This is an optimization exercise on Yosys and OpenROAD, whose aim is small area, a short achievable clock period and few clock cycles, not a production implementation. No run shown here included a check of the RTL's function; only the layout flow was run. No activity file was given, so power comes from the tool's default toggle rates.

## flow/design.v (module list and top-level ports; edited modules follow where they fit)
// module requant_argmax_pipe: 1321 lines
module requant_argmax_pipe #(
  parameter int ACC_W       = 25,
  parameter int OUT_W       = 8,
  parameter int MULT_W      = 16,
  parameter int SHIFT_W     = 5,
  parameter int NUM_CLASSES = 10,
  parameter int IDX_W       = $clog2(NUM_CLASSES)
) (
  input  logic                     clk,
  input  logic                     rst_n,
  input  logic                     cfg_load,
  input  logic signed [ACC_W-1:0]  cfg_bias,
  input  logic        [MULT_W-1:0] cfg_mult,
  input  logic       [SHIFT_W-1:0] cfg_shift,
  input  logic                     cfg_round,
  input  logic signed [OUT_W-1:0]  cfg_offset,
  input  logic signed [OUT_W-1:0]  cfg_min,
  input  logic signed [OUT_W-1:0]  cfg_max,
  output logic                     busy,
  input  logic                     in_valid,
  output logic                     in_ready,
  input  logic signed [ACC_W-1:0]  in_data,
  input  logic                     in_last,
  output logic                     out_valid,
  input  logic                     out_ready,
  output logic signed [OUT_W-1:0]  out_data,
  output logic                     out_last,
  output logic                     argmax_valid,
  output logic        [IDX_W-1:0]  argmax_idx,
  output logic signed [OUT_W-1:0]  argmax_val
);
  // ...
==> flow/flow/run.sh <==
#!/bin/bash
# The standard ORFS layout (standard.sh), with two changes to how it is
# made: repair_timing aims for 8.5 ns of setup slack at the design's clock
# period, and the port buffers are buf_2.
set -euo pipefail
bash standard.sh SETUP_SLACK_MARGIN=8.5 "BUFFER_PORTS_ARGS=-buffer_cell sky130_fd_sc_hd__buf_2" finish > standard_flow.log 2>&1
==> flow/standard.sh <==
#!/bin/bash
# synth_recipe.tcl (not shown) runs the flow's synth.tcl, then flattens the netlist and writes it again
# the make line also repeats each setting of config.mk as NAME=value (left out here)
make -C /OpenROAD-flow-scripts/flow DESIGN_CONFIG=/design/flow/config.mk WORK_HOME=/design/flow/orfs CLKGATE_MAP_FILE= SYNTH_SCRIPT=/design/flow/synth_recipe.tcl "${@:-finish}"
==> flow/config.mk <==
export PLATFORM = sky130hd
export DESIGN_NAME = requant_argmax_pipe
export DESIGN_NICKNAME = requant_argmax_pipe
export VERILOG_FILES = /design/flow/design.v
export SDC_FILE = /design/flow/constraint.sdc
export NUM_CORES = 4
export LEC_CHECK = 0
export CAP_MARGIN = 20
export CORE_MARGIN = 2
export CORE_UTILIZATION = 40
export CTS_CLUSTER_DIAMETER = 80
export CTS_CLUSTER_SIZE = 25
export SLEW_MARGIN = 20
==> flow/constraint.sdc <==
create_clock -name core_clock -period 12.0 [get_ports {clk}]
set_input_delay 2.4000 -clock core_clock [delete_from_list [all_inputs] [get_ports {clk}]]
set_output_delay 2.4000 -clock core_clock [all_outputs]
set_load 0.01 [all_outputs]
==> impl_metrics.json, run 1 <==
{
  "yosys.area_share.simple_pct": 9.131,
  "port-buffer-count": 126,
  "firstDrtPassIters": 8,
  "seq_area_sq_um": 8621,
  "p_leak_uw": 0.01276,
  "yosys_warnings": 2,
  "area_delta_synth_final_pct": 12.38,
  "drt-vias-per-instance": 5.608,
  "grt_max_degree": 95,
  "ys_async_sr_fraction_pct": 0,
  "preCtsSetupSlack_ns": 7.017,
  "outcome": "finished clean",
  "num-multi-input-gates": 1970,
  "r2r_start": "shift_q[3]",
  "slew_violations": 0,
  "final_common_cell": "dfxtp_1",
  "drt-met1-wl_um": 31300,
  "nFillCells": 6387,
  "placed_area_sq_um": 28320,
  "p_switching_uw": 2606,
  "largest_reg_flops": 54,
  "synth_area_leaders": "dfxtp_1 25%, fa_1 13%, ha_1 8.1%",
  "initial_core_util_pct": 40.35,
  "path_clk_slew_ns": 0.09,
  "ff2ff_path_depth": 19,
  "max_stage_delay_ns": 0.52,
  "top_power_group": "combinational cells",
  "ir_drop_mv": 0.1303,
  "first_global_vias": 22160,
  "comb_cell_power_uw": 3150,
  "gp_congestion": 0.8469,
  "ctsHtreeMaxLevel": 1,
  "antenna_cells": 0,
  "worstPathArrival_ns": 4.45
}
==> run 2: changes to the inputs <==
--- a/flow/design.v
+++ b/flow/design.v
@@ -1166,17 +1166,129 @@
   assign mul_w390 = (~mul_y7[26] & mul_y8[24]) | (~mul_y7[26] & mul_w312) | (mul_y8[24] & mul_w312);
   logic mul_w391;
   logic mul_w392;
   assign mul_w391 = mul_y8[25] ^ 1'b1;
   assign mul_w392 = mul_y8[25] & 1'b1;
   assign pa = {mul_w391, mul_w389, mul_w387, mul_w385, mul_w383, mul_w381, mul_w379, mul_w377, mul_w375, mul_w373, mul_w371, mul_w369, mul_w367, mul_w365, mul_w363, mul_w361, mul_w359, mul_w357, mul_w355, mul_w353, mul_w351, mul_w349, mul_w347, mul_w345, mul_w343, mul_w341, mul_w339, mul_w337, mul_w335, mul_w333, mul_w331, mul_w329, mul_w327, mul_w325, mul_w323, mul_w321, mul_w319, mul_w317, mul_w315, mul_w313, mul_y0[1], mul_y0[0]};
   assign pb = {mul_w390, mul_w388, mul_w386, mul_w384, mul_w382, mul_w380, mul_w378, mul_w376, mul_w374, mul_w372, mul_w370, mul_w368, mul_w366, mul_w364, mul_w362, mul_w360, mul_w358, mul_w356, mul_w354, mul_w352, mul_w350, mul_w348, mul_w346, mul_w344, mul_w342, mul_w340, mul_w338, mul_w336, mul_w334, mul_w332, mul_w330, mul_w328, mul_w326, mul_w324, mul_w322, mul_w320, mul_w318, mul_w316, mul_w314, mul_neg1, 1'b0, mul_neg0};
   logic signed [41:0] p;
-  assign p = pa_q + pb_q;
+  logic [41:0] cpa_g0, cpa_p0;
+  assign cpa_g0 = pa_q & pb_q;
+  assign cpa_p0 = pa_q ^ pb_q;
+  logic cpa_G1; assign cpa_G1 = cpa_g0[1] | (cpa_p0[1] & cpa_g0[0]);
+  logic cpa_G2; assign cpa_G2 = cpa_g0[3] | (cpa_p0[3] & cpa_g0[2]);
+  logic cpa_P2; assign cpa_P2 = cpa_p0[3] & cpa_p0[2];
+  logic cpa_G3; assign cpa_G3 = cpa_g0[5] | (cpa_p0[5] & cpa_g0[4]);
+  logic cpa_P3; assign cpa_P3 = cpa_p0[5] & cpa_p0[4];
+  logic cpa_G4; assign cpa_G4 = cpa_g0[7] | (cpa_p0[7] & cpa_g0[6]);
+  logic cpa_P4; assign cpa_P4 = cpa_p0[7] & cpa_p0[6];
+  logic cpa_G5; assign cpa_G5 = cpa_g0[9] | (cpa_p0[9] & cpa_g0[8]);
+  logic cpa_P5; assign cpa_P5 = cpa_p0[9] & cpa_p0[8];
+  logic cpa_G6; assign cpa_G6 = cpa_g0[11] | (cpa_p0[11] & cpa_g0[10]);
+  logic cpa_P6; assign cpa_P6 = cpa_p0[11] & cpa_p0[10];
+  logic cpa_G7; assign cpa_G7 = cpa_g0[13] | (cpa_p0[13] & cpa_g0[12]);
+  logic cpa_P7; assign cpa_P7 = cpa_p0[13] & cpa_p0[12];
+  logic cpa_G8; assign cpa_G8 = cpa_g0[15] | (cpa_p0[15] & cpa_g0[14]);
+  logic cpa_P8; assign cpa_P8 = cpa_p0[15] & cpa_p0[14];
+  logic cpa_G9; assign cpa_G9 = cpa_g0[17] | (cpa_p0[17] & cpa_g0[16]);
+  logic cpa_P9; assign cpa_P9 = cpa_p0[17] & cpa_p0[16];
+  logic cpa_G10; assign cpa_G10 = cpa_g0[19] | (cpa_p0[19] & cpa_g0[18]);
+  logic cpa_P10; assign cpa_P10 = cpa_p0[19] & cpa_p0[18];
+  logic cpa_G11; assign cpa_G11 = cpa_g0[21] | (cpa_p0[21] & cpa_g0[20]);
+  logic cpa_P11; assign cpa_P11 = cpa_p0[21] & cpa_p0[20];
+  logic cpa_G12; assign cpa_G12 = cpa_g0[23] | (cpa_p0[23] & cpa_g0[22]);
+  logic cpa_P12; assign cpa_P12 = cpa_p0[23] & cpa_p0[22];
+  logic cpa_G13; assign cpa_G13 = cpa_g0[25] | (cpa_p0[25] & cpa_g0[24]);
+  logic cpa_P13; assign cpa_P13 = cpa_p0[25] & cpa_p0[24];
+  logic cpa_G14; assign cpa_G14 = cpa_g0[27] | (cpa_p0[27] & cpa_g0[26]);
+  logic cpa_P14; assign cpa_P14 = cpa_p0[27] & cpa_p0[26];
+  logic cpa_G15; assign cpa_G15 = cpa_g0[29] | (cpa_p0[29] & cpa_g0[28]);
+  logic cpa_P15; assign cpa_P15 = cpa_p0[29] & cpa_p0[28];
+  logic cpa_G16; assign cpa_G16 = cpa_g0[31] | (cpa_p0[31] & cpa_g0[30]);
+  logic cpa_P16; assign cpa_P16 = cpa_p0[31] & cpa_p0[30];
+  logic cpa_G17; assign cpa_G17 = cpa_g0[33] | (cpa_p0[33] & cpa_g0[32]);
+  logic cpa_P17; assign cpa_P17 = cpa_p0[33] & cpa_p0[32];
+  logic cpa_G18; assign cpa_G18 = cpa_g0[35] | (cpa_p0[35] & cpa_g0[34]);
+  logic cpa_P18; assign cpa_P18 = cpa_p0[35] & cpa_p0[34];
+  logic cpa_G19; assign cpa_G19 = cpa_g0[37] | (cpa_p0[37] & cpa_g0[36]);
+  logic cpa_P19; assign cpa_P19 = cpa_p0[37] & cpa_p0[36];
+  logic cpa_G20; assign cpa_G20 = cpa_g0[39] | (cpa_p0[39] & cpa_g0[38]);
+  logic cpa_P20; assign cpa_P20 = cpa_p0[39] & cpa_p0[38];
+  logic cpa_G21; assign cpa_G21 = cpa_g0[41] | (cpa_p0[41] & cpa_g0[40]);
+  logic cpa_P21; assign cpa_P21 = cpa_p0[41] & cpa_p0[40];
+  logic cpa_G22; assign cpa_G22 = cpa_G2 | (cpa_P2 & cpa_G1);
+  logic cpa_G23; assign cpa_G23 = cpa_G4 | (cpa_P4 & cpa_G3);
+  logic cpa_P23; assign cpa_P23 = cpa_P4 & cpa_P3;
+  logic cpa_G24; assign cpa_G24 = cpa_G6 | (cpa_P6 & cpa_G5);
+  logic cpa_P24; assign cpa_P24 = cpa_P6 & cpa_P5;
+  logic cpa_G25; assign cpa_G25 = cpa_G8 | (cpa_P8 & cpa_G7);
+  logic cpa_P25; assign cpa_P25 = cpa_P8 & cpa_P7;
+  logic cpa_G26; assign cpa_G26 = cpa_G10 | (cpa_P10 & cpa_G9);
+  logic cpa_P26; assign cpa_P26 = cpa_P10 & cpa_P9;
+  logic cpa_G27; assign cpa_G27 = cpa_G12 | (cpa_P12 & cpa_G11);
+  logic cpa_P27; assign cpa_P27 = cpa_P12 & cpa_P11;
+  logic cpa_G28; assign cpa_G28 = cpa_G14 | (cpa_P14 & cpa_G13);
+  logic cpa_P28; assign cpa_P28 = cpa_P14 & cpa_P13;
+  logic cpa_G29; assign cpa_G29 = cpa_G16 | (cpa_P16 & cpa_G15);
+  logic cpa_P29; assign cpa_P29 = cpa_P16 & cpa_P15;
+  logic cpa_G30; assign cpa_G30 = cpa_G18 | (cpa_P18 & cpa_G17);
+  logic cpa_P30; assign cpa_P30 = cpa_P18 & cpa_P17;
+  logic cpa_G31; assign cpa_G31 = cpa_G20 | (cpa_P20 & cpa_G19);
+  logic cpa_P31; assign cpa_P31 = cpa_P20 & cpa_P19;
+  logic cpa_G32; assign cpa_G32 = cpa_G23 | (cpa_P23 & cpa_G22);
+  logic cpa_G33; assign cpa_G33 = cpa_G25 | (cpa_P25 & cpa_G24);
+  logic cpa_P33; assign cpa_P33 = cpa_P25 & cpa_P24;
+  logic cpa_G34; assign cpa_G34 = cpa_G27 | (cpa_P27 & cpa_G26);
+  logic cpa_P34; assign cpa_P34 = cpa_P27 & cpa_P26;
+  logic cpa_G35; assign cpa_G35 = cpa_G29 | (cpa_P29 & cpa_G28);
+  logic cpa_P35; assign cpa_P35 = cpa_P29 & cpa_P28;
+  logic cpa_G36; assign cpa_G36 = cpa_G31 | (cpa_P31 & cpa_G30);
+  logic cpa_P36; assign cpa_P36 = cpa_P31 & cpa_P30;
+  logic cpa_G37; assign cpa_G37 = cpa_G33 | (cpa_P33 & cpa_G32);
+  logic cpa_G38; assign cpa_G38 = cpa_G35 | (cpa_P35 & cpa_G34);
+  logic cpa_P38; assign cpa_P38 = cpa_P35 & cpa_P34;
+  logic cpa_G39; assign cpa_G39 = cpa_G38 | (cpa_P38 & cpa_G37);
+  logic cpa_G40; assign cpa_G40 = cpa_G34 | (cpa_P34 & cpa_G37);
+  logic cpa_G41; assign cpa_G41 = cpa_G36 | (cpa_P36 & cpa_G39);
+  logic cpa_G42; assign cpa_G42 = cpa_G24 | (cpa_P24 & cpa_G32);
+  logic cpa_G43; assign cpa_G43 = cpa_G26 | (cpa_P26 & cpa_G37);
+  logic cpa_G44; assign cpa_G44 = cpa_G28 | (cpa_P28 & cpa_G40);
+  logic cpa_G45; assign cpa_G45 = cpa_G30 | (cpa_P30 & cpa_G39);
+  logic cpa_G46; assign cpa_G46 = cpa_G3 | (cpa_P3 & cpa_G22);
+  logic cpa_G47; assign cpa_G47 = cpa_G5 | (cpa_P5 & cpa_G32);
+  logic cpa_G48; assign cpa_G48 = cpa_G7 | (cpa_P7 & cpa_G42);
+  logic cpa_G49; assign cpa_G49 = cpa_G9 | (cpa_P9 & cpa_G37);
+  logic cpa_G50; assign cpa_G50 = cpa_G11 | (cpa_P11 & cpa_G43);
+  logic cpa_G51; assign cpa_G51 = cpa_G13 | (cpa_P13 & cpa_G40);
+  logic cpa_G52; assign cpa_G52 = cpa_G15 | (cpa_P15 & cpa_G44);
+  logic cpa_G53; assign cpa_G53 = cpa_G17 | (cpa_P17 & cpa_G39);
+  logic cpa_G54; assign cpa_G54 = cpa_G19 | (cpa_P19 & cpa_G45);
+  logic cpa_G55; assign cpa_G55 = cpa_G21 | (cpa_P21 & cpa_G41);
+  logic cpa_G56; assign cpa_G56 = cpa_g0[2] | (cpa_p0[2] & cpa_G1);
+  logic cpa_G57; assign cpa_G57 = cpa_g0[4] | (cpa_p0[4] & cpa_G22);
+  logic cpa_G58; assign cpa_G58 = cpa_g0[6] | (cpa_p0[6] & cpa_G46);
+  logic cpa_G59; assign cpa_G59 = cpa_g0[8] | (cpa_p0[8] & cpa_G32);
+  logic cpa_G60; assign cpa_G60 = cpa_g0[10] | (cpa_p0[10] & cpa_G47);
+  logic cpa_G61; assign cpa_G61 = cpa_g0[12] | (cpa_p0[12] & cpa_G42);
+  logic cpa_G62; assign cpa_G62 = cpa_g0[14] | (cpa_p0[14] & cpa_G48);
+  logic cpa_G63; assign cpa_G63 = cpa_g0[16] | (cpa_p0[16] & cpa_G37);
+  logic cpa_G64; assign cpa_G64 = cpa_g0[18] | (cpa_p0[18] & cpa_G49);
+  logic cpa_G65; assign cpa_G65 = cpa_g0[20] | (cpa_p0[20] & cpa_G43);
+  logic cpa_G66; assign cpa_G66 = cpa_g0[22] | (cpa_p0[22] & cpa_G50);
+  logic cpa_G67; assign cpa_G67 = cpa_g0[24] | (cpa_p0[24] & cpa_G40);
+  logic cpa_G68; assign cpa_G68 = cpa_g0[26] | (cpa_p0[26] & cpa_G51);
+  logic cpa_G69; assign cpa_G69 = cpa_g0[28] | (cpa_p0[28] & cpa_G44);
+  logic cpa_G70; assign cpa_G70 = cpa_g0[30] | (cpa_p0[30] & cpa_G52);
+  logic cpa_G71; assign cpa_G71 = cpa_g0[32] | (cpa_p0[32] & cpa_G39);
+  logic cpa_G72; assign cpa_G72 = cpa_g0[34] | (cpa_p0[34] & cpa_G53);
+  logic cpa_G73; assign cpa_G73 = cpa_g0[36] | (cpa_p0[36] & cpa_G45);
+  logic cpa_G74; assign cpa_G74 = cpa_g0[38] | (cpa_p0[38] & cpa_G54);
+  logic cpa_G75; assign cpa_G75 = cpa_g0[40] | (cpa_p0[40] & cpa_G41);
+  assign p = {(cpa_p0[41] ^ cpa_G75), (cpa_p0[40] ^ cpa_G41), (cpa_p0[39] ^ cpa_G74), (cpa_p0[38] ^ cpa_G54), (cpa_p0[37] ^ cpa_G73), (cpa_p0[36] ^ cpa_G45), (cpa_p0[35] ^ cpa_G72), (cpa_p0[34] ^ cpa_G53), (cpa_p0[33] ^ cpa_G71), (cpa_p0[32] ^ cpa_G39), (cpa_p0[31] ^ cpa_G70), (cpa_p0[30] ^ cpa_G52), (cpa_p0[29] ^ cpa_G69), (cpa_p0[28] ^ cpa_G44), (cpa_p0[27] ^ cpa_G68), (cpa_p0[26] ^ cpa_G51), (cpa_p0[25] ^ cpa_G67), (cpa_p0[24] ^ cpa_G40), (cpa_p0[23] ^ cpa_G66), (cpa_p0[22] ^ cpa_G50), (cpa_p0[21] ^ cpa_G65), (cpa_p0[20] ^ cpa_G43), (cpa_p0[19] ^ cpa_G64), (cpa_p0[18] ^ cpa_G49), (cpa_p0[17] ^ cpa_G63), (cpa_p0[16] ^ cpa_G37), (cpa_p0[15] ^ cpa_G62), (cpa_p0[14] ^ cpa_G48), (cpa_p0[13] ^ cpa_G61), (cpa_p0[12] ^ cpa_G42), (cpa_p0[11] ^ cpa_G60), (cpa_p0[10] ^ cpa_G47), (cpa_p0[9] ^ cpa_G59), (cpa_p0[8] ^ cpa_G32), (cpa_p0[7] ^ cpa_G58), (cpa_p0[6] ^ cpa_G46), (cpa_p0[5] ^ cpa_G57), (cpa_p0[4] ^ cpa_G22), (cpa_p0[3] ^ cpa_G56), (cpa_p0[2] ^ cpa_G1), (cpa_p0[1] ^ cpa_g0[0]), (cpa_p0[0])};
   logic        [41:0] x0;
   logic        [17:0] x2;
   logic        [10:0] x5;
   logic        [32:0] msk;
   logic               sg, fits;
   always_comb begin
     sg   = p_q[41];
     x0   = {p_q[40:0], 1'b0};
==> run 2 against run 1 <==
Still clean on timing, DRC and antenna. Sequential power up 2%. Synthesized cell count shrank 1.6%. Register-to-register slack about the same. Via count decreased by 1.6%. Worst setup slack better by 0.0063 ns. Flip-flop and latch count unchanged. Cell area up 0.60%. Non-clock buffer count increased by 8. Area after synthesis fell by 0.86%. Final cell count is 1.2% lower. Combinational power fell by 3%. Die area shrank 0.84%. Critical path type unchanged.
==> impl_metrics.json, run 2 <==
{
  "outcome": "finished clean",
  "grt_max_degree": 79,
  "area_delta_synth_final_pct": 14.04,
  "synth_top_area_cell": "dfxtp_1",
  "synth-main-ff-cell": "dfxtp_1",
  "worstSetupStartpointType": "flop",
  "netlist_area_sq_um": 26820,
  "cp_top_family": "multiplexers",
  "min_period_ns": 3.960,
  "rsz0062_at_grt": "yes",
  "synth_most_common_cell": "dfxtp_1",
  "antenna_cells": 0,
  "cts.sinks": 398,
  "fmax_mhz": 252.5,
  "antenna_found_initial": 1,
  "syn_avg_cell_area_sq_um": 9.671,
  "boundaryPins": 127,
  "yosysSeqAreaShare_pct": 31.73,
  "p_per_area_nw_per_um2": 201.6,
  "die_width_um": 262.9,
  "largest_reg_flops": 54,
  "core_area_sq_um": 66100,
  "drt-vias-per-instance": 5.583,
  "yosys_warnings": 2,
  "fin_tns_setup_ns": 0,
  "drive_gt1_share_pct": 16.20,
  "largestRegisters": "mem_q: 54 flops, p_q: 42 flops, pa_q: 42 flops",
  "synth-edff-count": 54,
  "max_stage_delay_ns": 0.54,
  "hold_viol": 0,
  "dp_hpwl_um": 51750,
  "die_area_sq_um": 69130,
  "cp-end-kind": "flop",
  "cp_cell_sequence": "buf_12 -> mux4_2 -> mux2i_2 -> nand2_1 -> o21ai_2 -> nor2_1 -> a21o_1 -> ha_1 -> o21a_1 -> o21ai_1 -> a21o_1 -> a21oi_2 -> o22ai_2 -> mux2i_4 -> mux2i_2 -> mux2i_4 -> a221o_1",
  "firstDrtPassIters": 5,
  "drt_iter0_markers": 1284,
  "dp_cells": 3593,
  "routed_wl_um": 75100,
  "layout_common_cells": "289 x dfxtp_1, 256 x a22oi_1, 254 x inv_1, 248 x nand2_1, 184 x fa_1",
  "path_clk_slew_ns": 0.10,
  "setup_viol": 0,
  "worstPathArrival_ns": 4.46,
  "critPathRequiredTime_ns": 12.50,
  "hold_buffers": 0,
  "nNetsFinal": 3291,
  "numCtsBuffers": 27,
  "wl_per_cell_um": 20.28,
  "top_register": "mem_q",
  "first_global_vias": 21660,
  "cts_tree": "yes",
  "die_h_um": 262.9,
  "drcViolationCount": 0,
  "synth_area_leaders": "dfxtp_1 26%, fa_1 14%, ha_1 8.2%",
  "port-buffer-count": 126,
  "initial_core_util_pct": 40.57,
  "p_leak_uw": 0.01272,
  "slew_violations": 0,
  "cp_max_fo": 8,
  "grt-ovfl-total": 0,
  "synth_nets": 3244,
  "synth_cell_types": 76,
  "cpMaxStageDelayCell": "mux4_2",
  "drv_cap": 0,
  "ant_nets": 0,
  "crit_buf_inv": 1,
  "relSlewSlack_pct": 39.91,
  "critical_path_class": "flop to flop",
  "ys_async_sr_fraction_pct": 0,
  "ctsHtreeMaxLevel": 1,
  "final_common_cell": "dfxtp_1",
  "cts_buffer_depth": 3,
  "yosysTopAreaCellShare_pct": 25.68,
  "ys_ff_latch": 398,
  "grt_usage_pct": 21.46,
  "grt_pass1_wl_um": 119600,
  "fin_worst_skew_ns": 0.02731,
  "clockRootBuffer": "clkbuf_16",
  "yosys-top-cells-count": "344 x dfxtp_1, 261 x inv_1, 257 x a22oi_1",
  "period_share_pct": 33.00,
  "ir_drop_mv": 0.1339,
  "num_vias": 20680,
  "final_cells": 3704,
  "rows": 94,
  "syn_inst": 2773,
  "worstMarginPinSlew_ns": 0.9002,
  "hold_path_class": "flop to flop",
  "worst_skew_pair.late_latency_ns": 0.60,
  "gp_congestion": 0.8851
}
==> run 2: changes by cell type after synthesis, sizes merged, moves of 7 or more <==
cell,before,now
xnor2,183,164
buf,56,41
inv,251,264
fa,174,194
clkbuf,143,161
a21o,52,38
a21oi,93,81
a221oi,14,7
and3,20,6
o21a,28,13
a22oi,250,257
==> run 2: worst paths after layout <==
check                                 from      end  slack (ns)  cells past startpoint
worst max-delay path            shift_q[3]  od_q[3]        8.04                     17
worst min-delay path                  lt_q     lu_q        0.34                      0
worst max register to register  shift_q[3]  od_q[3]        8.04                     17
worst min register to register        lt_q     lu_q        0.34                      0
==> run 2: final cells by class <==
class / count / area [sq um]
Clock buffer: 30 / 696.9
Clock inverter: 19 / 254.0
Fill cell: 6188 / 35520
Inverter: 265 / 1002
Multi-Input combinational cell: 1909 / 17170
Sequential cell: 398 / 8620
Tap cell: 864 / 1081
Timing Repair Buffer: 218 / 1750
Timing Repair inverter: 1 / 7.507
==> run 2: cells by family (layout without fill, tap and decap cells) <==
| kind of cell | after synthesis | after routing | share of synthesized area [%] |
|---|---|---|---|
| AO/OA/AOI/OAI | 692 | 692 | 18.32 |
| adder cells (fa/ha/maj) | 369 | 369 | 22.65 |
| buffers and inverters | 467 | 533 | 6.648 |
| AND/OR/NAND/NOR | 507 | 508 | 8.701 |
| multiplexers | 56 | 56 | 2.687 |
| flip-flops | 398 | 398 | 31.73 |
| XOR/XNOR | 284 | 284 | 9.275 |
==> run 2: where the power goes <==
part | internal, uW | total [uW] | switching [uW]
Combinational | 1410 | 3040 | 1630
Sequential | 1720 | 2130 | 408
Clock | 459 | 999 | 540
Total | 3580 | 6160 | 2580
==> run 2: layer usage <==
| metal | GRT usage [%] | part of all wire (%) |
|---|---|---|
| met1 | 27.36 | 42 |
| met2 | 36.63 | 47 |
| met3 | 2.736 | 6.2 |
| met4 | 9.097 | 4.2 |
| met5 | 0 | 0.013 |
==> run 2: timing repair <==
item / CTS / global route
gates cloned: 5 / 0
setup endpoints to repair: 146 / 143
resized for setup: 181 / 84
setup buffers: 44 / 13
pin swaps: 42 / 24
==> run 2: per-stage QoR <==
stage	hold WS [ns]	power [uW]	utilization (%)	worst slack [ns]	instance area, sq um
finish	0.3379	6164	46.27	8.040	30580
global route	0.3413	6657	46.27	7.910	30580
CTS	0.3389	6093	45.59	8.000	30140
detailed placement	0.3157	4841	42.59	7.332	28150
global placement	0.3161	4764	42.59	7.420	28150
floorplan	0.3096	3939	-	8.150	27040

separate check: timing with driven ports:
No port has a modelled driver above. Below, the same layouts with a new extraction and two added sets of constraints.
Step 1: set_driving_cell puts a clkbuf_16 on clk and a buf_2 on each other input, an assumption about the parent block.
Step 2, shift: input delay + t, output delay - t, t = (earliest + latest rising clock arrival at the registers) / 2. This alone moves slack from input paths to output paths.
Slacks: ideal ports / drivers / drivers and shift; pairs: ideal ports / drivers.
| run | t (ns) | setup WS [ns] | worst hold slack (ns) |
|---|---|---|---|
| run 1 | 0.645 | 8.033 / 8.033 / 7.986 | 0.337 / 0.337 / 0.337 |
| run 2 | 0.651 | 8.040 / 8.040 / 7.991 | 0.338 / 0.338 / 0.338 |
After both steps setup and hold are still met in every run listed. For run 2, which loses most, drivers alone change the setup slack by 0.000 ns; drivers and shift together by -0.049 ns.
